From an optimization exercise on the open Yosys and OpenROAD flow, aimed at small area, a short achievable clock period and few clock cycles; shortcuts taken in it are not production practice.
No run shown here included a check of the RTL's function; only the layout flow was run.

==> flow/design.v <==
`timescale 1ns / 1ps
package scph_pkg;
	localparam int COORD_BITS       = 16;
	localparam int IDX_BITS         = 4;
	localparam int CFG_BITS         = 5;
	localparam int MAX_VERTICES_DEF = 16;
	localparam int unsigned MIN_POLY_VERTICES = 3;
	localparam int OPW   = COORD_BITS + 2;
	localparam int PRODW = 2 * OPW;
	localparam int CRW   = PRODW + 1;
	localparam logic OP_WRITE = 1'b0;
	localparam logic OP_QUERY = 1'b1;
	typedef struct packed {
		logic                         op;
		logic [IDX_BITS-1:0]          vertex_index;
		logic signed [COORD_BITS-1:0] coord_x;
		logic signed [COORD_BITS-1:0] coord_y;
		logic signed [COORD_BITS-1:0] dir_x;
		logic signed [COORD_BITS-1:0] dir_y;
	} req_t;
	typedef struct packed {
		logic hit;
		logic endpoint_inside;
	} rsp_t;
	typedef struct packed {
		logic signed [COORD_BITS-1:0] x;
		logic signed [COORD_BITS-1:0] y;
	} vtx_t;
	typedef enum logic [2:0] {
		ST_IDLE,
		ST_LOAD0,
		ST_LOAD1,
		ST_EDGE,
		ST_DRAIN,
		ST_FIN
	} state_t;
	typedef enum logic [2:0] {
		XOP_IN_O,
		XOP_IN_E,
		XOP_DEN,
		XOP_N1,
		XOP_N2
	} xop_t;
endpackage
`timescale 1ns / 1ps
module segment_convex_polygon_hit #(
	parameter int MAX_VERTICES = scph_pkg::MAX_VERTICES_DEF
) (
	input  logic                          clk,
	input  logic                          arst_n,
	input  logic                          req_valid,
	output logic                          req_stall,
	input  scph_pkg::req_t                req,
	output logic                          rsp_valid,
	input  logic                          rsp_stall,
	output scph_pkg::rsp_t                rsp,
	input  logic                          cfg_valid,
	output logic                          cfg_ready,
	input  logic [scph_pkg::CFG_BITS-1:0] cfg_data
);
	localparam int CB    = scph_pkg::COORD_BITS;
	localparam int WB    = CB + 1;           
	localparam int UB    = CB + WB;          
	localparam int XW    = 36;               
	localparam int DEPTH = 8;                
	function automatic logic [17:0] brow(input logic [16:0] x, input logic one, input logic two,
	                                     input logic neg);
		logic [17:0] m;
		logic [17:0] r;
		m    = ({18{one}} & {x[16], x}) | ({18{two}} & {x, 1'b0});
		r    = m ^ {18{neg}};
		brow = {~r[17], r[16:0]};
	endfunction
	logic [scph_pkg::CFG_BITS-1:0] vcount_q;
	logic                          stall_q;
	logic                          acc;
	logic [4:0]                    n_used;
	assign cfg_ready = 1'b1;
	assign req_stall = stall_q;
	assign acc       = req_valid && !stall_q;
	assign n_used    = (vcount_q > 5'd16) ? 5'd16 : vcount_q;
	logic [2*CB-1:0] mem [16];
	always_ff @(posedge clk) begin
		if (acc && req.op == scph_pkg::OP_WRITE) begin
			mem[req.vertex_index] <= {req.coord_x, req.coord_y};
		end
	end
	logic          f_v, f_q, f_first, f_last, f_n3;
	logic [3:0]    f_k, f_kl;
	logic signed [CB-1:0] ox_q, oy_q, dx_q, dy_q;
	logic          nf_v, nf_q, nf_first, nf_last;
	logic          q_new;
	assign q_new = req.op == scph_pkg::OP_QUERY && n_used >= 5'd2;
	always_comb begin
		nf_v     = 1'b0;
		nf_q     = 1'b0;
		nf_first = 1'b0;
		nf_last  = 1'b0;
		if (f_v && f_q && !f_last) begin
			nf_v     = 1'b1;
			nf_q     = 1'b1;
			nf_last  = (f_k + 4'd1) == f_kl;
		end else if (acc) begin
			nf_v     = 1'b1;
			nf_q     = q_new;
			nf_first = 1'b1;
			nf_last  = !q_new;
		end
	end
	always_ff @(posedge clk) begin
		if (acc && req.op == scph_pkg::OP_QUERY) begin
			ox_q <= req.coord_x;
			oy_q <= req.coord_y;
			dx_q <= req.dir_x;
			dy_q <= req.dir_y;
		end
	end
	logic [2*CB-1:0]       f_vtx;
	logic signed [CB-1:0]  f_vx, f_vy;
	logic signed [WB-1:0]  f_x, f_y;
	assign f_vtx = mem[f_k];
	assign f_vx  = f_vtx[2*CB-1:CB];
	assign f_vy  = f_vtx[CB-1:0];
	assign f_x   = WB'(f_vx) - WB'(ox_q);
	assign f_y   = WB'(f_vy) - WB'(oy_q);
	logic                 m_v, m_q, m_first, m_last, m_n3;
	logic signed [WB-1:0] m_x, m_y, p_x, p_y, h_x, h_y;
	logic signed [CB-1:0] mdx, mdy;
	logic                 w_v, w_wrap, w_n3;     
	always_ff @(posedge clk) begin
		m_x <= f_x;
		m_y <= f_y;
		if (f_v && f_q && f_first) begin
			mdx <= dx_q;
			mdy <= dy_q;
		end
		p_x <= m_x;
		p_y <= m_y;
		if (m_q && m_first) begin
			h_x <= m_x;
			h_y <= m_y;
		end
	end
	logic signed [WB-1:0] a_x, a_y, b_x, b_y;
	logic [XW-1:0]        m_s0, m_s1, m_u0, m_u1;
	always_comb begin
		a_x = p_x;
		a_y = p_y;
		if (w_wrap) begin
			b_x = h_x;
			b_y = h_y;
		end else begin
			b_x = m_x;
			b_y = m_y;
		end
	end
	logic sb_o0, sb_t0, sb_n0, sb_o1, sb_t1, sb_n1, sb_o2, sb_t2, sb_n2, sb_o3, sb_t3, sb_n3, sb_o4, sb_t4, sb_n4, sb_o5, sb_t5, sb_n5, sb_o6, sb_t6, sb_n6, sb_o7, sb_t7, sb_n7, sb_o8, sb_t8, sb_n8;
	logic sa_o0, sa_t0, sa_n0, sa_o1, sa_t1, sa_n1, sa_o2, sa_t2, sa_n2, sa_o3, sa_t3, sa_n3, sa_o4, sa_t4, sa_n4, sa_o5, sa_t5, sa_n5, sa_o6, sa_t6, sa_n6, sa_o7, sa_t7, sa_n7, sa_o8, sa_t8, sa_n8;
	logic [17:0] sr_p0, sr_p1, sr_p2, sr_p3, sr_p4, sr_p5, sr_p6, sr_p7, sr_p8, sr_n0, sr_n1, sr_n2, sr_n3, sr_n4, sr_n5, sr_n6, sr_n7, sr_n8;
	logic [35:0] st_l1_0, st_l1_1, st_l1_2, st_l1_3, st_l1_4, st_l1_5, st_l1_6, st_l1_7, st_l1_8, st_l1_9, st_l1_10, st_l1_11, st_l2_0, st_l2_1, st_l2_2, st_l2_3, st_l2_4, st_l2_5, st_l2_6, st_l2_7, st_l3_0, st_l3_1, st_l3_2, st_l3_3, st_l3_4, st_l3_5, st_l4_0, st_l4_1, st_l4_2, st_l4_3, st_l5_0, st_l5_1, st_l6_0, st_l6_1;
	assign sb_o0 = b_y[0] ^ 1'b0;
	assign sb_t0 = (b_y[1] & !b_y[0] & !1'b0) | (!b_y[1] & b_y[0] & 1'b0);
	assign sb_n0 = b_y[1];
	assign sb_o1 = b_y[2] ^ b_y[1];
	assign sb_t1 = (b_y[3] & !b_y[2] & !b_y[1]) | (!b_y[3] & b_y[2] & b_y[1]);
	assign sb_n1 = b_y[3];
	assign sb_o2 = b_y[4] ^ b_y[3];
	assign sb_t2 = (b_y[5] & !b_y[4] & !b_y[3]) | (!b_y[5] & b_y[4] & b_y[3]);
	assign sb_n2 = b_y[5];
	assign sb_o3 = b_y[6] ^ b_y[5];
	assign sb_t3 = (b_y[7] & !b_y[6] & !b_y[5]) | (!b_y[7] & b_y[6] & b_y[5]);
	assign sb_n3 = b_y[7];
	assign sb_o4 = b_y[8] ^ b_y[7];
	assign sb_t4 = (b_y[9] & !b_y[8] & !b_y[7]) | (!b_y[9] & b_y[8] & b_y[7]);
	assign sb_n4 = b_y[9];
	assign sb_o5 = b_y[10] ^ b_y[9];
	assign sb_t5 = (b_y[11] & !b_y[10] & !b_y[9]) | (!b_y[11] & b_y[10] & b_y[9]);
	assign sb_n5 = b_y[11];
	assign sb_o6 = b_y[12] ^ b_y[11];
	assign sb_t6 = (b_y[13] & !b_y[12] & !b_y[11]) | (!b_y[13] & b_y[12] & b_y[11]);
	assign sb_n6 = b_y[13];
	assign sb_o7 = b_y[14] ^ b_y[13];
	assign sb_t7 = (b_y[15] & !b_y[14] & !b_y[13]) | (!b_y[15] & b_y[14] & b_y[13]);
	assign sb_n7 = b_y[15];
	assign sb_o8 = b_y[16] ^ b_y[15];
	assign sb_t8 = (b_y[16] & !b_y[16] & !b_y[15]) | (!b_y[16] & b_y[16] & b_y[15]);
	assign sb_n8 = b_y[16];
	assign sa_o0 = a_y[0] ^ 1'b0;
	assign sa_t0 = (a_y[1] & !a_y[0] & !1'b0) | (!a_y[1] & a_y[0] & 1'b0);
	assign sa_n0 = !a_y[1];
	assign sa_o1 = a_y[2] ^ a_y[1];
	assign sa_t1 = (a_y[3] & !a_y[2] & !a_y[1]) | (!a_y[3] & a_y[2] & a_y[1]);
	assign sa_n1 = !a_y[3];
	assign sa_o2 = a_y[4] ^ a_y[3];
	assign sa_t2 = (a_y[5] & !a_y[4] & !a_y[3]) | (!a_y[5] & a_y[4] & a_y[3]);
	assign sa_n2 = !a_y[5];
	assign sa_o3 = a_y[6] ^ a_y[5];
	assign sa_t3 = (a_y[7] & !a_y[6] & !a_y[5]) | (!a_y[7] & a_y[6] & a_y[5]);
	assign sa_n3 = !a_y[7];
	assign sa_o4 = a_y[8] ^ a_y[7];
	assign sa_t4 = (a_y[9] & !a_y[8] & !a_y[7]) | (!a_y[9] & a_y[8] & a_y[7]);
	assign sa_n4 = !a_y[9];
	assign sa_o5 = a_y[10] ^ a_y[9];
	assign sa_t5 = (a_y[11] & !a_y[10] & !a_y[9]) | (!a_y[11] & a_y[10] & a_y[9]);
	assign sa_n5 = !a_y[11];
	assign sa_o6 = a_y[12] ^ a_y[11];
	assign sa_t6 = (a_y[13] & !a_y[12] & !a_y[11]) | (!a_y[13] & a_y[12] & a_y[11]);
	assign sa_n6 = !a_y[13];
	assign sa_o7 = a_y[14] ^ a_y[13];
	assign sa_t7 = (a_y[15] & !a_y[14] & !a_y[13]) | (!a_y[15] & a_y[14] & a_y[13]);
	assign sa_n7 = !a_y[15];
	assign sa_o8 = a_y[16] ^ a_y[15];
	assign sa_t8 = (a_y[16] & !a_y[16] & !a_y[15]) | (!a_y[16] & a_y[16] & a_y[15]);
	assign sa_n8 = !a_y[16];
	assign sr_p0 = brow(a_x, sb_o0, sb_t0, sb_n0);
	assign sr_p1 = brow(a_x, sb_o1, sb_t1, sb_n1);
	assign sr_p2 = brow(a_x, sb_o2, sb_t2, sb_n2);
	assign sr_p3 = brow(a_x, sb_o3, sb_t3, sb_n3);
	assign sr_p4 = brow(a_x, sb_o4, sb_t4, sb_n4);
	assign sr_p5 = brow(a_x, sb_o5, sb_t5, sb_n5);
	assign sr_p6 = brow(a_x, sb_o6, sb_t6, sb_n6);
	assign sr_p7 = brow(a_x, sb_o7, sb_t7, sb_n7);
	assign sr_p8 = brow(a_x, sb_o8, sb_t8, sb_n8);
	assign sr_n0 = brow(b_x, sa_o0, sa_t0, sa_n0);
	assign sr_n1 = brow(b_x, sa_o1, sa_t1, sa_n1);
	assign sr_n2 = brow(b_x, sa_o2, sa_t2, sa_n2);
	assign sr_n3 = brow(b_x, sa_o3, sa_t3, sa_n3);
	assign sr_n4 = brow(b_x, sa_o4, sa_t4, sa_n4);
	assign sr_n5 = brow(b_x, sa_o5, sa_t5, sa_n5);
	assign sr_n6 = brow(b_x, sa_o6, sa_t6, sa_n6);
	assign sr_n7 = brow(b_x, sa_o7, sa_t7, sa_n7);
	assign sr_n8 = brow(b_x, sa_o8, sa_t8, sa_n8);
	assign st_l1_0 = (36'(sr_p0) << 0) ^ ((36'(sr_p1) << 2) | (36'(sb_n0) << 0)) ^ ((36'(sr_p2) << 4) | (36'(sb_n1) << 2));
	assign st_l1_1 = (((36'(sr_p0) << 0) & ((36'(sr_p1) << 2) | (36'(sb_n0) << 0))) | ((36'(sr_p0) << 0) & ((36'(sr_p2) << 4) | (36'(sb_n1) << 2))) | (((36'(sr_p1) << 2) | (36'(sb_n0) << 0)) & ((36'(sr_p2) << 4) | (36'(sb_n1) << 2)))) << 1;
	assign st_l1_2 = ((36'(sr_p3) << 6) | (36'(sb_n2) << 4)) ^ ((36'(sr_p4) << 8) | (36'(sb_n3) << 6)) ^ ((36'(sr_p5) << 10) | (36'(sb_n4) << 8));
	assign st_l1_3 = ((((36'(sr_p3) << 6) | (36'(sb_n2) << 4)) & ((36'(sr_p4) << 8) | (36'(sb_n3) << 6))) | (((36'(sr_p3) << 6) | (36'(sb_n2) << 4)) & ((36'(sr_p5) << 10) | (36'(sb_n4) << 8))) | (((36'(sr_p4) << 8) | (36'(sb_n3) << 6)) & ((36'(sr_p5) << 10) | (36'(sb_n4) << 8)))) << 1;
	assign st_l1_4 = ((36'(sr_p6) << 12) | (36'(sb_n5) << 10)) ^ ((36'(sr_p7) << 14) | (36'(sb_n6) << 12)) ^ ((36'(sr_p8) << 16) | (36'(sb_n7) << 14));
	assign st_l1_5 = ((((36'(sr_p6) << 12) | (36'(sb_n5) << 10)) & ((36'(sr_p7) << 14) | (36'(sb_n6) << 12))) | (((36'(sr_p6) << 12) | (36'(sb_n5) << 10)) & ((36'(sr_p8) << 16) | (36'(sb_n7) << 14))) | (((36'(sr_p7) << 14) | (36'(sb_n6) << 12)) & ((36'(sr_p8) << 16) | (36'(sb_n7) << 14)))) << 1;
	assign st_l1_6 = (36'(sr_n0) << 0) ^ ((36'(sr_n1) << 2) | (36'(sa_n0) << 0)) ^ ((36'(sr_n2) << 4) | (36'(sa_n1) << 2));
	assign st_l1_7 = (((36'(sr_n0) << 0) & ((36'(sr_n1) << 2) | (36'(sa_n0) << 0))) | ((36'(sr_n0) << 0) & ((36'(sr_n2) << 4) | (36'(sa_n1) << 2))) | (((36'(sr_n1) << 2) | (36'(sa_n0) << 0)) & ((36'(sr_n2) << 4) | (36'(sa_n1) << 2)))) << 1;
	assign st_l1_8 = ((36'(sr_n3) << 6) | (36'(sa_n2) << 4)) ^ ((36'(sr_n4) << 8) | (36'(sa_n3) << 6)) ^ ((36'(sr_n5) << 10) | (36'(sa_n4) << 8));
	assign st_l1_9 = ((((36'(sr_n3) << 6) | (36'(sa_n2) << 4)) & ((36'(sr_n4) << 8) | (36'(sa_n3) << 6))) | (((36'(sr_n3) << 6) | (36'(sa_n2) << 4)) & ((36'(sr_n5) << 10) | (36'(sa_n4) << 8))) | (((36'(sr_n4) << 8) | (36'(sa_n3) << 6)) & ((36'(sr_n5) << 10) | (36'(sa_n4) << 8)))) << 1;
	assign st_l1_10 = ((36'(sr_n6) << 12) | (36'(sa_n5) << 10)) ^ ((36'(sr_n7) << 14) | (36'(sa_n6) << 12)) ^ ((36'(sr_n8) << 16) | (36'(sa_n7) << 14));
	assign st_l1_11 = ((((36'(sr_n6) << 12) | (36'(sa_n5) << 10)) & ((36'(sr_n7) << 14) | (36'(sa_n6) << 12))) | (((36'(sr_n6) << 12) | (36'(sa_n5) << 10)) & ((36'(sr_n8) << 16) | (36'(sa_n7) << 14))) | (((36'(sr_n7) << 14) | (36'(sa_n6) << 12)) & ((36'(sr_n8) << 16) | (36'(sa_n7) << 14)))) << 1;
	assign st_l2_0 = st_l1_0 ^ st_l1_1 ^ st_l1_2;
	assign st_l2_1 = ((st_l1_0 & st_l1_1) | (st_l1_0 & st_l1_2) | (st_l1_1 & st_l1_2)) << 1;
	assign st_l2_2 = st_l1_3 ^ st_l1_4 ^ st_l1_5;
	assign st_l2_3 = ((st_l1_3 & st_l1_4) | (st_l1_3 & st_l1_5) | (st_l1_4 & st_l1_5)) << 1;
	assign st_l2_4 = st_l1_6 ^ st_l1_7 ^ st_l1_8;
	assign st_l2_5 = ((st_l1_6 & st_l1_7) | (st_l1_6 & st_l1_8) | (st_l1_7 & st_l1_8)) << 1;
	assign st_l2_6 = st_l1_9 ^ st_l1_10 ^ st_l1_11;
	assign st_l2_7 = ((st_l1_9 & st_l1_10) | (st_l1_9 & st_l1_11) | (st_l1_10 & st_l1_11)) << 1;
	assign st_l3_0 = st_l2_0 ^ st_l2_1 ^ st_l2_2;
	assign st_l3_1 = ((st_l2_0 & st_l2_1) | (st_l2_0 & st_l2_2) | (st_l2_1 & st_l2_2)) << 1;
	assign st_l3_2 = st_l2_3 ^ st_l2_4 ^ st_l2_5;
	assign st_l3_3 = ((st_l2_3 & st_l2_4) | (st_l2_3 & st_l2_5) | (st_l2_4 & st_l2_5)) << 1;
	assign st_l3_4 = st_l2_6 ^ st_l2_7 ^ (36'haaaac0000 | (36'(sb_n8 ^ sa_n8) << 16) | (36'(sb_n8 & sa_n8) << 17));
	assign st_l3_5 = ((st_l2_6 & st_l2_7) | (st_l2_6 & (36'haaaac0000 | (36'(sb_n8 ^ sa_n8) << 16) | (36'(sb_n8 & sa_n8) << 17))) | (st_l2_7 & (36'haaaac0000 | (36'(sb_n8 ^ sa_n8) << 16) | (36'(sb_n8 & sa_n8) << 17)))) << 1;
	assign st_l4_0 = st_l3_0 ^ st_l3_1 ^ st_l3_2;
	assign st_l4_1 = ((st_l3_0 & st_l3_1) | (st_l3_0 & st_l3_2) | (st_l3_1 & st_l3_2)) << 1;
	assign st_l4_2 = st_l3_3 ^ st_l3_4 ^ st_l3_5;
	assign st_l4_3 = ((st_l3_3 & st_l3_4) | (st_l3_3 & st_l3_5) | (st_l3_4 & st_l3_5)) << 1;
	assign st_l5_0 = st_l4_0 ^ st_l4_1 ^ st_l4_2;
	assign st_l5_1 = ((st_l4_0 & st_l4_1) | (st_l4_0 & st_l4_2) | (st_l4_1 & st_l4_2)) << 1;
	assign st_l6_0 = st_l5_0 ^ st_l5_1 ^ st_l4_3;
	assign st_l6_1 = ((st_l5_0 & st_l5_1) | (st_l5_0 & st_l4_3) | (st_l5_1 & st_l4_3)) << 1;
	assign m_s0 = st_l6_0;
	assign m_s1 = st_l6_1;
	logic ux_o0, ux_t0, ux_n0, ux_o1, ux_t1, ux_n1, ux_o2, ux_t2, ux_n2, ux_o3, ux_t3, ux_n3, ux_o4, ux_t4, ux_n4, ux_o5, ux_t5, ux_n5, ux_o6, ux_t6, ux_n6, ux_o7, ux_t7, ux_n7;
	logic uy_o0, uy_t0, uy_n0, uy_o1, uy_t1, uy_n1, uy_o2, uy_t2, uy_n2, uy_o3, uy_t3, uy_n3, uy_o4, uy_t4, uy_n4, uy_o5, uy_t5, uy_n5, uy_o6, uy_t6, uy_n6, uy_o7, uy_t7, uy_n7;
	logic [17:0] ur_p0, ur_p1, ur_p2, ur_p3, ur_p4, ur_p5, ur_p6, ur_p7, ur_n0, ur_n1, ur_n2, ur_n3, ur_n4, ur_n5, ur_n6, ur_n7;
	logic [35:0] ut_l1_0, ut_l1_1, ut_l1_2, ut_l1_3, ut_l1_4, ut_l1_5, ut_l1_6, ut_l1_7, ut_l1_8, ut_l1_9, ut_l2_0, ut_l2_1, ut_l2_2, ut_l2_3, ut_l2_4, ut_l2_5, ut_l2_6, ut_l2_7, ut_l3_0, ut_l3_1, ut_l3_2, ut_l3_3, ut_l4_0, ut_l4_1, ut_l4_2, ut_l4_3, ut_l5_0, ut_l5_1, ut_l6_0, ut_l6_1;
	assign ux_o0 = mdx[0] ^ 1'b0;
	assign ux_t0 = (mdx[1] & !mdx[0] & !1'b0) | (!mdx[1] & mdx[0] & 1'b0);
	assign ux_n0 = mdx[1];
	assign ux_o1 = mdx[2] ^ mdx[1];
	assign ux_t1 = (mdx[3] & !mdx[2] & !mdx[1]) | (!mdx[3] & mdx[2] & mdx[1]);
	assign ux_n1 = mdx[3];
	assign ux_o2 = mdx[4] ^ mdx[3];
	assign ux_t2 = (mdx[5] & !mdx[4] & !mdx[3]) | (!mdx[5] & mdx[4] & mdx[3]);
	assign ux_n2 = mdx[5];
	assign ux_o3 = mdx[6] ^ mdx[5];
	assign ux_t3 = (mdx[7] & !mdx[6] & !mdx[5]) | (!mdx[7] & mdx[6] & mdx[5]);
	assign ux_n3 = mdx[7];
	assign ux_o4 = mdx[8] ^ mdx[7];
	assign ux_t4 = (mdx[9] & !mdx[8] & !mdx[7]) | (!mdx[9] & mdx[8] & mdx[7]);
	assign ux_n4 = mdx[9];
	assign ux_o5 = mdx[10] ^ mdx[9];
	assign ux_t5 = (mdx[11] & !mdx[10] & !mdx[9]) | (!mdx[11] & mdx[10] & mdx[9]);
	assign ux_n5 = mdx[11];
	assign ux_o6 = mdx[12] ^ mdx[11];
	assign ux_t6 = (mdx[13] & !mdx[12] & !mdx[11]) | (!mdx[13] & mdx[12] & mdx[11]);
	assign ux_n6 = mdx[13];
	assign ux_o7 = mdx[14] ^ mdx[13];
	assign ux_t7 = (mdx[15] & !mdx[14] & !mdx[13]) | (!mdx[15] & mdx[14] & mdx[13]);
	assign ux_n7 = mdx[15];
	assign uy_o0 = mdy[0] ^ 1'b0;
	assign uy_t0 = (mdy[1] & !mdy[0] & !1'b0) | (!mdy[1] & mdy[0] & 1'b0);
	assign uy_n0 = !mdy[1];
	assign uy_o1 = mdy[2] ^ mdy[1];
	assign uy_t1 = (mdy[3] & !mdy[2] & !mdy[1]) | (!mdy[3] & mdy[2] & mdy[1]);
	assign uy_n1 = !mdy[3];
	assign uy_o2 = mdy[4] ^ mdy[3];
	assign uy_t2 = (mdy[5] & !mdy[4] & !mdy[3]) | (!mdy[5] & mdy[4] & mdy[3]);
	assign uy_n2 = !mdy[5];
	assign uy_o3 = mdy[6] ^ mdy[5];
	assign uy_t3 = (mdy[7] & !mdy[6] & !mdy[5]) | (!mdy[7] & mdy[6] & mdy[5]);
	assign uy_n3 = !mdy[7];
	assign uy_o4 = mdy[8] ^ mdy[7];
	assign uy_t4 = (mdy[9] & !mdy[8] & !mdy[7]) | (!mdy[9] & mdy[8] & mdy[7]);
	assign uy_n4 = !mdy[9];
	assign uy_o5 = mdy[10] ^ mdy[9];
	assign uy_t5 = (mdy[11] & !mdy[10] & !mdy[9]) | (!mdy[11] & mdy[10] & mdy[9]);
	assign uy_n5 = !mdy[11];
	assign uy_o6 = mdy[12] ^ mdy[11];
	assign uy_t6 = (mdy[13] & !mdy[12] & !mdy[11]) | (!mdy[13] & mdy[12] & mdy[11]);
	assign uy_n6 = !mdy[13];
	assign uy_o7 = mdy[14] ^ mdy[13];
	assign uy_t7 = (mdy[15] & !mdy[14] & !mdy[13]) | (!mdy[15] & mdy[14] & mdy[13]);
	assign uy_n7 = !mdy[15];
	assign ur_p0 = brow(m_y, ux_o0, ux_t0, ux_n0);
	assign ur_p1 = brow(m_y, ux_o1, ux_t1, ux_n1);
	assign ur_p2 = brow(m_y, ux_o2, ux_t2, ux_n2);
	assign ur_p3 = brow(m_y, ux_o3, ux_t3, ux_n3);
	assign ur_p4 = brow(m_y, ux_o4, ux_t4, ux_n4);
	assign ur_p5 = brow(m_y, ux_o5, ux_t5, ux_n5);
	assign ur_p6 = brow(m_y, ux_o6, ux_t6, ux_n6);
	assign ur_p7 = brow(m_y, ux_o7, ux_t7, ux_n7);
	assign ur_n0 = brow(m_x, uy_o0, uy_t0, uy_n0);
	assign ur_n1 = brow(m_x, uy_o1, uy_t1, uy_n1);
	assign ur_n2 = brow(m_x, uy_o2, uy_t2, uy_n2);
	assign ur_n3 = brow(m_x, uy_o3, uy_t3, uy_n3);
	assign ur_n4 = brow(m_x, uy_o4, uy_t4, uy_n4);
	assign ur_n5 = brow(m_x, uy_o5, uy_t5, uy_n5);
	assign ur_n6 = brow(m_x, uy_o6, uy_t6, uy_n6);
	assign ur_n7 = brow(m_x, uy_o7, uy_t7, uy_n7);
	assign ut_l1_0 = (36'(ur_p0) << 0) ^ ((36'(ur_p1) << 2) | (36'(ux_n0) << 0)) ^ ((36'(ur_p2) << 4) | (36'(ux_n1) << 2));
	assign ut_l1_1 = (((36'(ur_p0) << 0) & ((36'(ur_p1) << 2) | (36'(ux_n0) << 0))) | ((36'(ur_p0) << 0) & ((36'(ur_p2) << 4) | (36'(ux_n1) << 2))) | (((36'(ur_p1) << 2) | (36'(ux_n0) << 0)) & ((36'(ur_p2) << 4) | (36'(ux_n1) << 2)))) << 1;
	assign ut_l1_2 = ((36'(ur_p3) << 6) | (36'(ux_n2) << 4)) ^ ((36'(ur_p4) << 8) | (36'(ux_n3) << 6)) ^ ((36'(ur_p5) << 10) | (36'(ux_n4) << 8));
	assign ut_l1_3 = ((((36'(ur_p3) << 6) | (36'(ux_n2) << 4)) & ((36'(ur_p4) << 8) | (36'(ux_n3) << 6))) | (((36'(ur_p3) << 6) | (36'(ux_n2) << 4)) & ((36'(ur_p5) << 10) | (36'(ux_n4) << 8))) | (((36'(ur_p4) << 8) | (36'(ux_n3) << 6)) & ((36'(ur_p5) << 10) | (36'(ux_n4) << 8)))) << 1;
	assign ut_l1_4 = ((36'(ur_p6) << 12) | (36'(ux_n5) << 10)) ^ ((36'(ur_p7) << 14) | (36'(ux_n6) << 12)) ^ (36'(ur_n0) << 0);
	assign ut_l1_5 = ((((36'(ur_p6) << 12) | (36'(ux_n5) << 10)) & ((36'(ur_p7) << 14) | (36'(ux_n6) << 12))) | (((36'(ur_p6) << 12) | (36'(ux_n5) << 10)) & (36'(ur_n0) << 0)) | (((36'(ur_p7) << 14) | (36'(ux_n6) << 12)) & (36'(ur_n0) << 0))) << 1;
	assign ut_l1_6 = ((36'(ur_n1) << 2) | (36'(uy_n0) << 0)) ^ ((36'(ur_n2) << 4) | (36'(uy_n1) << 2)) ^ ((36'(ur_n3) << 6) | (36'(uy_n2) << 4));
	assign ut_l1_7 = ((((36'(ur_n1) << 2) | (36'(uy_n0) << 0)) & ((36'(ur_n2) << 4) | (36'(uy_n1) << 2))) | (((36'(ur_n1) << 2) | (36'(uy_n0) << 0)) & ((36'(ur_n3) << 6) | (36'(uy_n2) << 4))) | (((36'(ur_n2) << 4) | (36'(uy_n1) << 2)) & ((36'(ur_n3) << 6) | (36'(uy_n2) << 4)))) << 1;
	assign ut_l1_8 = ((36'(ur_n4) << 8) | (36'(uy_n3) << 6)) ^ ((36'(ur_n5) << 10) | (36'(uy_n4) << 8)) ^ ((36'(ur_n6) << 12) | (36'(uy_n5) << 10));
	assign ut_l1_9 = ((((36'(ur_n4) << 8) | (36'(uy_n3) << 6)) & ((36'(ur_n5) << 10) | (36'(uy_n4) << 8))) | (((36'(ur_n4) << 8) | (36'(uy_n3) << 6)) & ((36'(ur_n6) << 12) | (36'(uy_n5) << 10))) | (((36'(ur_n5) << 10) | (36'(uy_n4) << 8)) & ((36'(ur_n6) << 12) | (36'(uy_n5) << 10)))) << 1;
	assign ut_l2_0 = ut_l1_0 ^ ut_l1_1 ^ ut_l1_2;
	assign ut_l2_1 = ((ut_l1_0 & ut_l1_1) | (ut_l1_0 & ut_l1_2) | (ut_l1_1 & ut_l1_2)) << 1;
	assign ut_l2_2 = ut_l1_3 ^ ut_l1_4 ^ ut_l1_5;
	assign ut_l2_3 = ((ut_l1_3 & ut_l1_4) | (ut_l1_3 & ut_l1_5) | (ut_l1_4 & ut_l1_5)) << 1;
	assign ut_l2_4 = ut_l1_6 ^ ut_l1_7 ^ ut_l1_8;
	assign ut_l2_5 = ((ut_l1_6 & ut_l1_7) | (ut_l1_6 & ut_l1_8) | (ut_l1_7 & ut_l1_8)) << 1;
	assign ut_l2_6 = ut_l1_9 ^ ((36'(ur_n7) << 14) | (36'(uy_n6) << 12)) ^ (36'heaaac0000 | (36'(ux_n7 ^ uy_n7) << 14) | (36'(ux_n7 & uy_n7) << 15));
	assign ut_l2_7 = ((ut_l1_9 & ((36'(ur_n7) << 14) | (36'(uy_n6) << 12))) | (ut_l1_9 & (36'heaaac0000 | (36'(ux_n7 ^ uy_n7) << 14) | (36'(ux_n7 & uy_n7) << 15))) | (((36'(ur_n7) << 14) | (36'(uy_n6) << 12)) & (36'heaaac0000 | (36'(ux_n7 ^ uy_n7) << 14) | (36'(ux_n7 & uy_n7) << 15)))) << 1;
	assign ut_l3_0 = ut_l2_0 ^ ut_l2_1 ^ ut_l2_2;
	assign ut_l3_1 = ((ut_l2_0 & ut_l2_1) | (ut_l2_0 & ut_l2_2) | (ut_l2_1 & ut_l2_2)) << 1;
	assign ut_l3_2 = ut_l2_3 ^ ut_l2_4 ^ ut_l2_5;
	assign ut_l3_3 = ((ut_l2_3 & ut_l2_4) | (ut_l2_3 & ut_l2_5) | (ut_l2_4 & ut_l2_5)) << 1;
	assign ut_l4_0 = ut_l3_0 ^ ut_l3_1 ^ ut_l3_2;
	assign ut_l4_1 = ((ut_l3_0 & ut_l3_1) | (ut_l3_0 & ut_l3_2) | (ut_l3_1 & ut_l3_2)) << 1;
	assign ut_l4_2 = ut_l3_3 ^ ut_l2_6 ^ ut_l2_7;
	assign ut_l4_3 = ((ut_l3_3 & ut_l2_6) | (ut_l3_3 & ut_l2_7) | (ut_l2_6 & ut_l2_7)) << 1;
	assign ut_l5_0 = ut_l4_0 ^ ut_l4_1 ^ ut_l4_2;
	assign ut_l5_1 = ((ut_l4_0 & ut_l4_1) | (ut_l4_0 & ut_l4_2) | (ut_l4_1 & ut_l4_2)) << 1;
	assign ut_l6_0 = ut_l5_0 ^ ut_l5_1 ^ ut_l4_3;
	assign ut_l6_1 = ((ut_l5_0 & ut_l5_1) | (ut_l5_0 & ut_l4_3) | (ut_l5_1 & ut_l4_3)) << 1;
	assign m_u0 = ut_l6_0;
	assign m_u1 = ut_l6_1;
	logic                 c_v, c_q, c_first, c_edge, c_wrap, c_n3;
	logic [XW-1:0]        c_s0, c_s1, c_u0, c_u1;
	logic signed [UB-1:0] c_up, c_uh;
	logic                 c_upneg, c_upzero, c_uhneg, c_uhzero;
	logic                 out_o_q, out_e_q, hit_q;
	logic [XW-1:0]        c_s, c_u, c_e, ub0, ub1;
	logic                 c_uneg, c_uzero;
	logic                 cb_neg, cb_zero;
	logic                 s_neg, s_pos, e_neg, e_pos, ua_le, ua_ge, ub_le, ub_ge, both0, crs;
	always_ff @(posedge clk) begin
		c_s0 <= m_s0;
		c_s1 <= m_s1;
		c_u0 <= m_u0;
		c_u1 <= m_u1;
		c_up     <= c_u[UB-1:0];
		c_upneg  <= c_uneg;
		c_upzero <= c_uzero;
		if (c_q && c_first) begin
			c_uh     <= c_u[UB-1:0];
			c_uhneg  <= c_uneg;
			c_uhzero <= c_uzero;
		end
	end
	always_comb begin
		c_s     = c_s0 + c_s1;
		c_u     = c_u0 + c_u1;
		c_uneg  = c_u[XW-1];
		c_uzero = c_u == '0;
		if (c_wrap) begin
			ub0     = XW'(c_uh);
			ub1     = '0;
			cb_neg  = c_uhneg;
			cb_zero = c_uhzero;
		end else begin
			ub0     = c_u0;
			ub1     = c_u1;
			cb_neg  = c_uneg;
			cb_zero = c_uzero;
		end
		c_e   = c_s0 + c_s1 + XW'(c_up) - ub0 - ub1;
		s_neg = c_s[XW-1];
		s_pos = !c_s[XW-1] && (c_s != '0);
		e_neg = c_e[XW-1];
		e_pos = !c_e[XW-1] && (c_e != '0);
		ua_le = c_upneg || c_upzero;
		ua_ge = !c_upneg;
		ub_le = cb_neg || cb_zero;
		ub_ge = !cb_neg;
		both0 = c_upzero && cb_zero;
		crs   = !both0 && ((ua_le && ub_ge && !s_neg && !e_pos) ||
		                   (ua_ge && ub_le && !s_pos && !e_neg));
	end
	logic [1:0]       fifo_d [DEPTH];
	logic [DEPTH-1:0] fifo_v;
	logic [3:0]       inflight_q;
	logic             push, pop;
	logic [1:0]       push_d;
	logic             res_ins, res_hit;
	assign res_ins = c_n3 && (!(out_o_q || s_neg) || !(out_e_q || e_neg));
	assign res_hit = res_ins || hit_q || crs;
	assign push    = c_v;
	assign push_d  = c_wrap ? {res_hit, res_ins} : 2'b00;
	assign pop     = fifo_v[0] && !rsp_stall;
	assign rsp_valid = fifo_v[0];
	assign rsp       = fifo_d[0];
	always_ff @(posedge clk) begin
		for (int i = 0; i < DEPTH; i++) begin
			if (pop) begin
				if (push && fifo_v[i] && (i == DEPTH - 1 || !fifo_v[(i + 1) % DEPTH])) begin
					fifo_d[i] <= push_d;
				end else if (i < DEPTH - 1) begin
					fifo_d[i] <= fifo_d[(i + 1) % DEPTH];
				end
			end else if (push && !fifo_v[i] && (i == 0 || fifo_v[(i + DEPTH - 1) % DEPTH])) begin
				fifo_d[i] <= push_d;
			end
		end
	end
	always_ff @(posedge clk or negedge arst_n) begin
		if (!arst_n) begin
			vcount_q   <= '0;
			stall_q    <= 1'b0;
			f_v        <= 1'b0;
			f_q        <= 1'b0;
			f_first    <= 1'b0;
			f_last     <= 1'b0;
			f_n3       <= 1'b0;
			f_k        <= '0;
			f_kl       <= '0;
			m_v        <= 1'b0;
			m_q        <= 1'b0;
			m_first    <= 1'b0;
			m_last     <= 1'b0;
			m_n3       <= 1'b0;
			w_v        <= 1'b0;
			w_wrap     <= 1'b0;
			w_n3       <= 1'b0;
			c_v        <= 1'b0;
			c_q        <= 1'b0;
			c_first    <= 1'b0;
			c_edge     <= 1'b0;
			c_wrap     <= 1'b0;
			c_n3       <= 1'b0;
			out_o_q    <= 1'b0;
			out_e_q    <= 1'b0;
			hit_q      <= 1'b0;
			fifo_v     <= '0;
			inflight_q <= '0;
		end else begin
			if (cfg_valid) begin
				vcount_q <= cfg_data;
			end
			f_v     <= nf_v;
			f_q     <= nf_q;
			f_first <= nf_first;
			f_last  <= nf_last;
			if (f_v && f_q && !f_last) begin
				f_k <= f_k + 4'd1;
			end else begin
				f_k  <= '0;
				f_kl <= 4'(n_used - 5'd1);
				f_n3 <= n_used >= 5'd3;
			end
			m_v     <= f_v && f_last;
			m_q     <= f_v && f_q;
			m_first <= f_first;
			m_last  <= f_last;
			m_n3    <= f_n3;
			w_v     <= m_v;
			w_wrap  <= m_q && m_last;
			w_n3    <= m_n3;
			c_v     <= w_v;
			c_q     <= m_q;
			c_first <= m_first;
			c_edge  <= (m_q && !m_first) || w_wrap;
			c_wrap  <= w_wrap;
			c_n3    <= w_n3;
			if (c_q && c_first) begin
				out_o_q <= 1'b0;
				out_e_q <= 1'b0;
				hit_q   <= 1'b0;
			end else if (c_edge) begin
				out_o_q <= out_o_q || s_neg;
				out_e_q <= out_e_q || e_neg;
				hit_q   <= hit_q || crs;
			end
			if (pop) begin
				fifo_v <= push ? fifo_v : (fifo_v >> 1);
			end else if (push) begin
				fifo_v <= {fifo_v[DEPTH-2:0], 1'b1};
			end
			inflight_q <= inflight_q + 4'(acc) - 4'(pop);
			stall_q    <= (nf_v && nf_q && !nf_last) ||
			              ((inflight_q + 4'(acc) - 4'(pop)) >= 4'(DEPTH - 1));
		end
	end
endmodule
==> flow/run.sh <==
#!/bin/bash
# synth_recipe.tcl (not shown) runs the flow's synth.tcl, then flattens the netlist and writes it again
# the make line also repeats each setting of config.mk as NAME=value (left out here)
make -C /OpenROAD-flow-scripts/flow DESIGN_CONFIG=/design/flow/config.mk WORK_HOME=/design/flow/orfs CLKGATE_MAP_FILE= SYNTH_SCRIPT=/design/flow/synth_recipe.tcl finish
==> flow/config.mk <==
export PLATFORM = sky130hd
export DESIGN_NAME = segment_convex_polygon_hit
export DESIGN_NICKNAME = segment_convex_polygon_hit
export VERILOG_FILES = /design/flow/design.v
export SDC_FILE = /design/flow/constraint.sdc
export NUM_CORES = 4
export LEC_CHECK = 0
export CAP_MARGIN = 20
export CORE_MARGIN = 2
export CORE_UTILIZATION = 40
export SLEW_MARGIN = 20
==> flow/constraint.sdc <==
create_clock -name core_clock -period 7.5 [get_ports {clk}]
set_input_delay 1.5000 -clock core_clock [delete_from_list [all_inputs] [get_ports {clk}]]
set_output_delay 1.5000 -clock core_clock [all_outputs]
set_load 0.01 [all_outputs]
==> qor.txt, run 1 <==
Status -> finished clean
Min-Delay Endpoint -> m_n3$_DFF_PN0_
Final worst-path cycle share -> 0.929
Gpl congestion -> 0.955
Die width -> 443 um
Drt first pass iters -> 6
Crit Path Max Fanout -> 10
# DRC -> 0
Fin crit period -> 6.97 ns
R2r setup slk -> 0.53 ns
Tot GR Track Use -> 0.242
RSZ-0062 raised after global routing -> no
Diode count -> 0
Rows -> 160
Largest cells by area after synthesis -> edfxtp_1 27%, fa_1 15%, dfxtp_1 6.2%
Drt total wl -> 241,000 um
Area Growth Syn to Fin -> 8.77%
Reg2Reg Depth -> 26
DP Area -> 79,900 um^2
Inst Count DP -> 9,926
Post-synth EDFFs -> 693
Non-filler cells, final -> 10,126
Area of the mapped netlist -> 76,900 um^2
Most frequent cell after synthesis -> nand2_1
Async S/R FF share, synth -> 0.0490
Detailed placement HPWL -> 176,000 um
Cell variety after synth -> 105
Hold Startpoint -> f_n3$_DFFE_PN0N_
Largest area contributor in the netlist -> edfxtp_1
CP Launch Type -> flop
Starting density of the core -> 0.404
F_max -> 144 MHz
H-tree levels -> 3
Reg2reg end -> fifo_d[2][1]$_DFFE_PP_
Req. time, crit path -> 8.07 ns
Crit path kind -> flop to flop
Largest net degree at the start of global routing -> 83
Sequential fraction of the synthesis area -> 0.348
Critical path arrival -> 7.54 ns
First-pass GRT wire length -> 364,000 um
Clk sinks -> 979
Synth Register Bits -> 979
Post-synthesis net count -> 8,856
Clk pin slew, worst setup/hold paths -> 0.06 ns
Worst Tran Pin Value -> 1.12 ns
RR Startpoint -> c_s0[3]$_DFF_P_
Root Driver -> clkbuf_16
Number of nets in the layout -> 8,546
Worst-case clock skew -> 0.125 ns
Final setup margin -> 0.533 ns
Syn avg cell area -> 9.82 um^2
Initial DRC Count -> 7,040
Setup TNS Final -> 0 ns
Total core area -> 191,000 um^2
Port Buffers -> 82
Routed WL per cell -> 23.8 um
Share of cells above drive strength 1 -> 0.0930
CTS tree -> yes
Vias in the first global route -> 57,544
Worst min path class -> flop to flop
Post-layout util -> 0.439
DR vias/cell -> 5.92
Worst Setup End Kind -> flop
Synth Flop Type -> edfxtp_1
I/O Pins -> 84
Post-route ant nets -> 0
Setup violations, final -> 0
Max Slew Vio Count -> 0
Antenna violations before repair -> 19
Slew headroom -> 0.229
Setup WS pre-CTS -> 0.515 ns
Syn. warnings -> 2
Cells after Synth -> 7,832
Max_cap viols -> 0
Congestion Overflow GR -> 0
Clock Latency Late Sink -> 0.80 ns
Fin Hold WS -> 0.337 ns
Die area -> 196,000 um^2
Design area -> 83,700 um^2
Hold path cells -> 0
Longest Clk Path Bufs -> 3
CTS Buf Count -> 105
Commonest cells post-synth -> 791 x nand2_1, 757 x inv_1, 693 x edfxtp_1
DR vias -> 59,902
Top-area cell type share of the netlist area -> 0.271
Post-CTS Setup Bufs -> 0
Layout fillers -> 18,058
Die Y -> 443 um
Hold Fails Final Rpt -> 0
registers in the layout (all words and copies together) (netlist names), 32 cells and up:
name / cells
c_s0: 36
c_u1: 32
c_u0: 34
c_up: 33
c_s1: 33
c_uh: 33
mem: 512
per-layer routing:
layer / vias up / wire, um / part of all wire / GRT usage
met3: 377 / 19600 / 0.081 / 0.0368
li1: 26995 / - / - / -
met2: 2614 / 112000 / 0.46 / 0.387
met4: 8 / 7800 / 0.032 / 0.0765
met1: 29908 / 102000 / 0.42 / 0.337
met5: - / 55 / 0.00023 / 0
timing repair:
item                       in CTS  in global routing
setup endpoints to repair       0                  8
resized for setup               0                  2
hold buffers                    0                  0
cells by family (layout without fill, tap and decap cells):
kind of cell / after synthesis / in the layout / synth area share
muxes: 396 / 396 / 0.0790
buffers and inverters: 1452 / 1235 / 0.0712
xor gates and xnor gates: 135 / 135 / 0.0156
AOI/OAI and AO/OA: 1926 / 1926 / 0.158
DFF: 979 / 979 / 0.348
other: 1 / 1 / 0.0000488
and+or+nand+nor: 1905 / 1905 / 0.106
adders and majority gates: 1038 / 1038 / 0.222
placed cells by master, fill, tap and decap left out, types with 25 or more instances in the layout:
cell / n
xnor2_1: 76
maj3_1: 93
nor2b_1: 25
edfxtp_1: 693
mux4_2: 160
nor2_1: 659
a221oi_1: 246
ha_1: 369
clkbuf_16: 107
nand3_1: 79
dfxtp_1: 226
a21oi_1: 648
inv_1: 757
o22ai_1: 207
nand2b_1: 30
o21ai_0: 380
a21o_1: 36
xor2_1: 57
a22o_1: 31
nand4_1: 30
mux2i_1: 147
fa_1: 576
clkdlybuf4s50_1: 81
buf_4: 189
a22oi_1: 109
and2_1: 61
nor3_1: 80
nand2_1: 791
dfrtp_1: 42
o31ai_1: 25
o21a_1: 28
mux2_2: 85
area by class of cell:
cell class	count	area, um^2	share of cell area
well taps	2511	3140	0.0376
clock buffers	137	2910	0.0348
repair buffers	272	2250	0.0269
inverters	763	2860	0.0342
flip-flops and latches	979	26800	0.320
multi-input cells	5401	44800	0.536
clock inverters	63	845	0.0101
worst max-delay path: stages (launching register included):
cell	delay, ns
dfxtp_1	0.32
ha_1	0.18
inv_1	0.06
fa_1	0.39
nand2b_1	0.21
a211oi_4	0.33
buf_4	0.20
a21oi_1	0.08
o311ai_0	0.50
a31oi_1	0.18
and2_1	0.24
fa_1	0.49
ha_1	0.49
inv_1	0.09
and4_1	0.21
nor4_2	0.39
buf_4	0.18
nand4b_1	0.08
a2111oi_0	0.28
nand4_1	0.16
nor4_1	0.44
nand4_1	0.24
o21ai_0	0.32
nand3_1	0.19
a31oi_4	0.22
buf_12	0.17
mux2_2	0.16
worst max-delay path by stage:
stage | slack (ns) | to | cells past startpoint | startpoint
floorplan | 1.67 | c_s0[14]$_DFF_P_ | 18 | w_wrap$_DFF_PN0_
global placement | 0.31 | fifo_d[5][1]$_DFFE_PP_ | 26 | c_s0[3]$_DFF_P_
detailed placement | 0.52 | fifo_d[2][1]$_DFFE_PP_ | 26 | c_s0[3]$_DFF_P_
CTS | 0.50 | fifo_d[2][1]$_DFFE_PP_ | 24 | c_s0[24]$_DFF_P_
global route | 0.05 | fifo_d[4][1]$_DFFE_PP_ | 24 | c_s0[23]$_DFF_P_
finish | 0.53 | fifo_d[2][1]$_DFFE_PP_ | 26 | c_s0[3]$_DFF_P_
==> inputs of run 2 (changes only) <==
--- a/flow/config.mk
+++ b/flow/config.mk
@@ -5,7 +5,9 @@
 export SDC_FILE = /design/flow/constraint.sdc
 export NUM_CORES = 4
 export LEC_CHECK = 0
+export ABC_CLOCK_PERIOD_IN_PS = 3000
 export CAP_MARGIN = 20
 export CORE_MARGIN = 2
 export CORE_UTILIZATION = 40
+export SETUP_SLACK_MARGIN = 3.5
 export SLEW_MARGIN = 20
==> run 2 against run 1 <==
Still clean. Wire length is 12% higher. Sequential share of layout area is 4.6 points lower. Die area stayed put.
==> qor.txt, run 2 <==
Status -> finished clean
Gpl congestion -> 0.951
Cell variety after synth -> 105
Congestion Overflow GR -> 0
RSZ-0062 raised after global routing -> yes
Area Growth Syn to Fin -> 27.3%
Clk pin slew, worst setup/hold paths -> 0.06 ns
CP Launch Type -> flop
H-tree levels -> 3
Slowest CP cell -> fa_2
Setup TNS Final -> 0 ns
I/O Pins -> 84
Synth Register Bits -> 979
Routed WL per cell -> 25.0 um
Clk sinks -> 979
Drt first pass iters -> 8
Initial DRC Count -> 7,461
Synth Flop Type -> edfxtp_1
Critical Path Max Stage Delay -> 0.45 ns
Die width -> 443 um
Post-synth EDFFs -> 693
CP Depth -> 25
DP Area -> 81,400 um^2
Rows -> 160
RR Startpoint -> c_s0[3]$_DFF_P_
Setup violations, final -> 0
Worst-case clock skew -> 0.0500 ns
Largest reg by FF count -> mem
Drt total wl -> 271,000 um
Share of cells above drive strength 1 -> 0.303
Req. time, crit path -> 8.10 ns
Layout fillers -> 16,422
F_max -> 171 MHz
DR vias/cell -> 6.01
Area of the mapped netlist -> 76,900 um^2
Commonest cells post-synth -> 791 x nand2_1, 757 x inv_1, 693 x edfxtp_1
Fin crit period -> 5.83 ns
Reg2reg end -> fifo_d[1][1]$_DFFE_PP_
Crit Path Max Fanout -> 8
Area occupied by registers -> 26,900 um^2
Max reg flops -> 512
Syn avg cell area -> 9.82 um^2
Sequential fraction of the synthesis area -> 0.348
Die Y -> 443 um
Post-synthesis net count -> 8,856
Commonest cells after routing, fill and taps aside -> 747 x nand2_1, 693 x edfxtp_1, 605 x nor2_1
Reg2Reg Depth -> 25
Vias in the first global route -> 61,534
Largest cells by area after synthesis -> edfxtp_1 27%, fa_1 15%, dfxtp_1 6.2%
Crit path kind -> flop to flop
Post-layout util -> 0.514
Total core area -> 191,000 um^2
Inst Count DP -> 9,897
Final worst-path cycle share -> 0.778
Clock Latency Late Sink -> 0.76 ns
Area of the multi-input gates -> 51,700 um^2
Syn. warnings -> 2
Worst Setup End Kind -> flop
CP Launch Point -> c_s0[3]$_DFF_P_
Largest area contributor in the netlist -> edfxtp_1
Cells after Synth -> 7,832
First-pass GRT wire length -> 394,000 um
Detailed placement HPWL -> 172,000 um
Hold Fails Final Rpt -> 0
R2r setup slk -> 1.67 ns
DR vias -> 65,022
Number of nets in the layout -> 9,237
Async S/R FF share, synth -> 0.0490
CTS Buf Count -> 102
CTS tree -> yes
Crit path max-delay family -> compound AO/OA/AOI/OAI gates
Most common cell after layout, fill and taps aside -> nand2_1
Antenna violations before repair -> 19
Max_cap viols -> 0
Critical path arrival -> 6.44 ns
Starting density of the core -> 0.404
Top-area cell type share of the netlist area -> 0.271
# DRC -> 0
Worst min path class -> flop to flop
Worst Tran Pin Value -> 1.11 ns
Longest Clk Path Bufs -> 3
Non-filler cells, final -> 10,817
Post-route ant nets -> 0
Design area -> 97,900 um^2
Port Buffers -> 82
Largest net degree at the start of global routing -> 86
Hold path cells -> 0
Tot GR Track Use -> 0.263
Slew headroom -> 0.258
Most frequent cell after synthesis -> nand2_1
Max Slew Vio Count -> 0
Die area -> 196,000 um^2
Crit path to -> fifo_d[1][1]$_DFFE_PP_
Sum of buffers and inverters on the critical path -> 5
Biggest regs -> mem (512), c_s0 (36), c_u0 (34)
Root Driver -> clkbuf_16
## run 2: metrics by stage
stage,hold slack [ns],setup slack [ns]
finish,0.348,1.67
detailed placement,0.336,0.300
global route,0.360,1.40
global placement,0.336,0.424
CTS,0.348,1.64
floorplan,0.331,2.09
## run 2: layout make-up
class,count,area share
Multi-Input combinational cell,5444,0.528
Sequential cell,979,0.274
Inverter,763,0.0297
Timing Repair Buffer,922,0.102
Clock inverter,55,0.00552
Timing Repair inverter,1,0.0000511
Antenna cell,4,0.000102
Clock buffer,138,0.0287
Tap cell,2511,0.0321
## run 2: cell families (layout without fill, tap and decap cells)
| group | after synthesis | after routing | share of synthesized area |
|---|---|---|---|
| DFF | 979 | 979 | 0.348 |
| other | 1 | 5 | 0.0000488 |
| and+or+nand+nor | 1905 | 1921 | 0.106 |
| xor gates and xnor gates | 135 | 135 | 0.0156 |
| buffers and inverters | 1452 | 1879 | 0.0712 |
| adders and majority gates | 1038 | 1038 | 0.222 |
| muxes | 396 | 423 | 0.0790 |
| AOI/OAI and AO/OA | 1926 | 1926 | 0.158 |
## run 2: layer usage
| metal | share of wire | GRT usage | routed length [um] |
|---|---|---|---|
| met1 | 0.41 | 0.366 | 110000 |
| met2 | 0.45 | 0.408 | 122000 |
| met3 | 0.096 | 0.0435 | 25900 |
| met4 | 0.049 | 0.107 | 13300 |
| met5 | 0.00054 | 0 | 145 |
## run 2: worst min path at each step
| stage | startpoint | to | slack [ns] |
|---|---|---|---|
| finish | m_n3$_DFF_PN0_ | w_n3$_DFF_PN0_ | 0.35 |
| global route | m_n3$_DFF_PN0_ | w_n3$_DFF_PN0_ | 0.36 |
| CTS | m_n3$_DFF_PN0_ | w_n3$_DFF_PN0_ | 0.35 |
| detailed placement | m_n3$_DFF_PN0_ | w_n3$_DFF_PN0_ | 0.34 |
| global placement | m_n3$_DFF_PN0_ | w_n3$_DFF_PN0_ | 0.34 |
| floorplan | w_n3$_DFF_PN0_ | c_n3$_DFF_PN0_ | 0.33 |
## run 2: timing repair
action,in CTS,in global routing
gates resized for setup,1016,558
endpoints found under the setup margin,164,156
pin swaps,385,378
cloned,66,14
hold buffers,0,0
setup buffers,463,180

-- afterwards: timing with drivers on the ports --
In the flow no input, the clock included, has a driving cell. The finished layouts below were timed again as built, in two steps.
Step 1 assumes that a clkbuf_16 drives the clock port and a buf_2 every other input.
Step 2 adds t to the input delays and takes it off the output delays; t is the mean of the earliest and latest rising clock arrival at the registers after step 1. Input paths then give back, and output paths get back, about the clock's delay inside the block.
Three values: no drivers, after step 1, after step 2; two values: the first two.
run | t (ns) | slack for setup (ns) | worst data-port slew with drivers (ns)
run 1 | 0.825 | 0.533 / 0.533 / 0.533 | 0.13
run 2 | 0.829 | 1.668 / 1.668 / 1.668 | 0.14
After both steps every run listed still meets setup and hold.
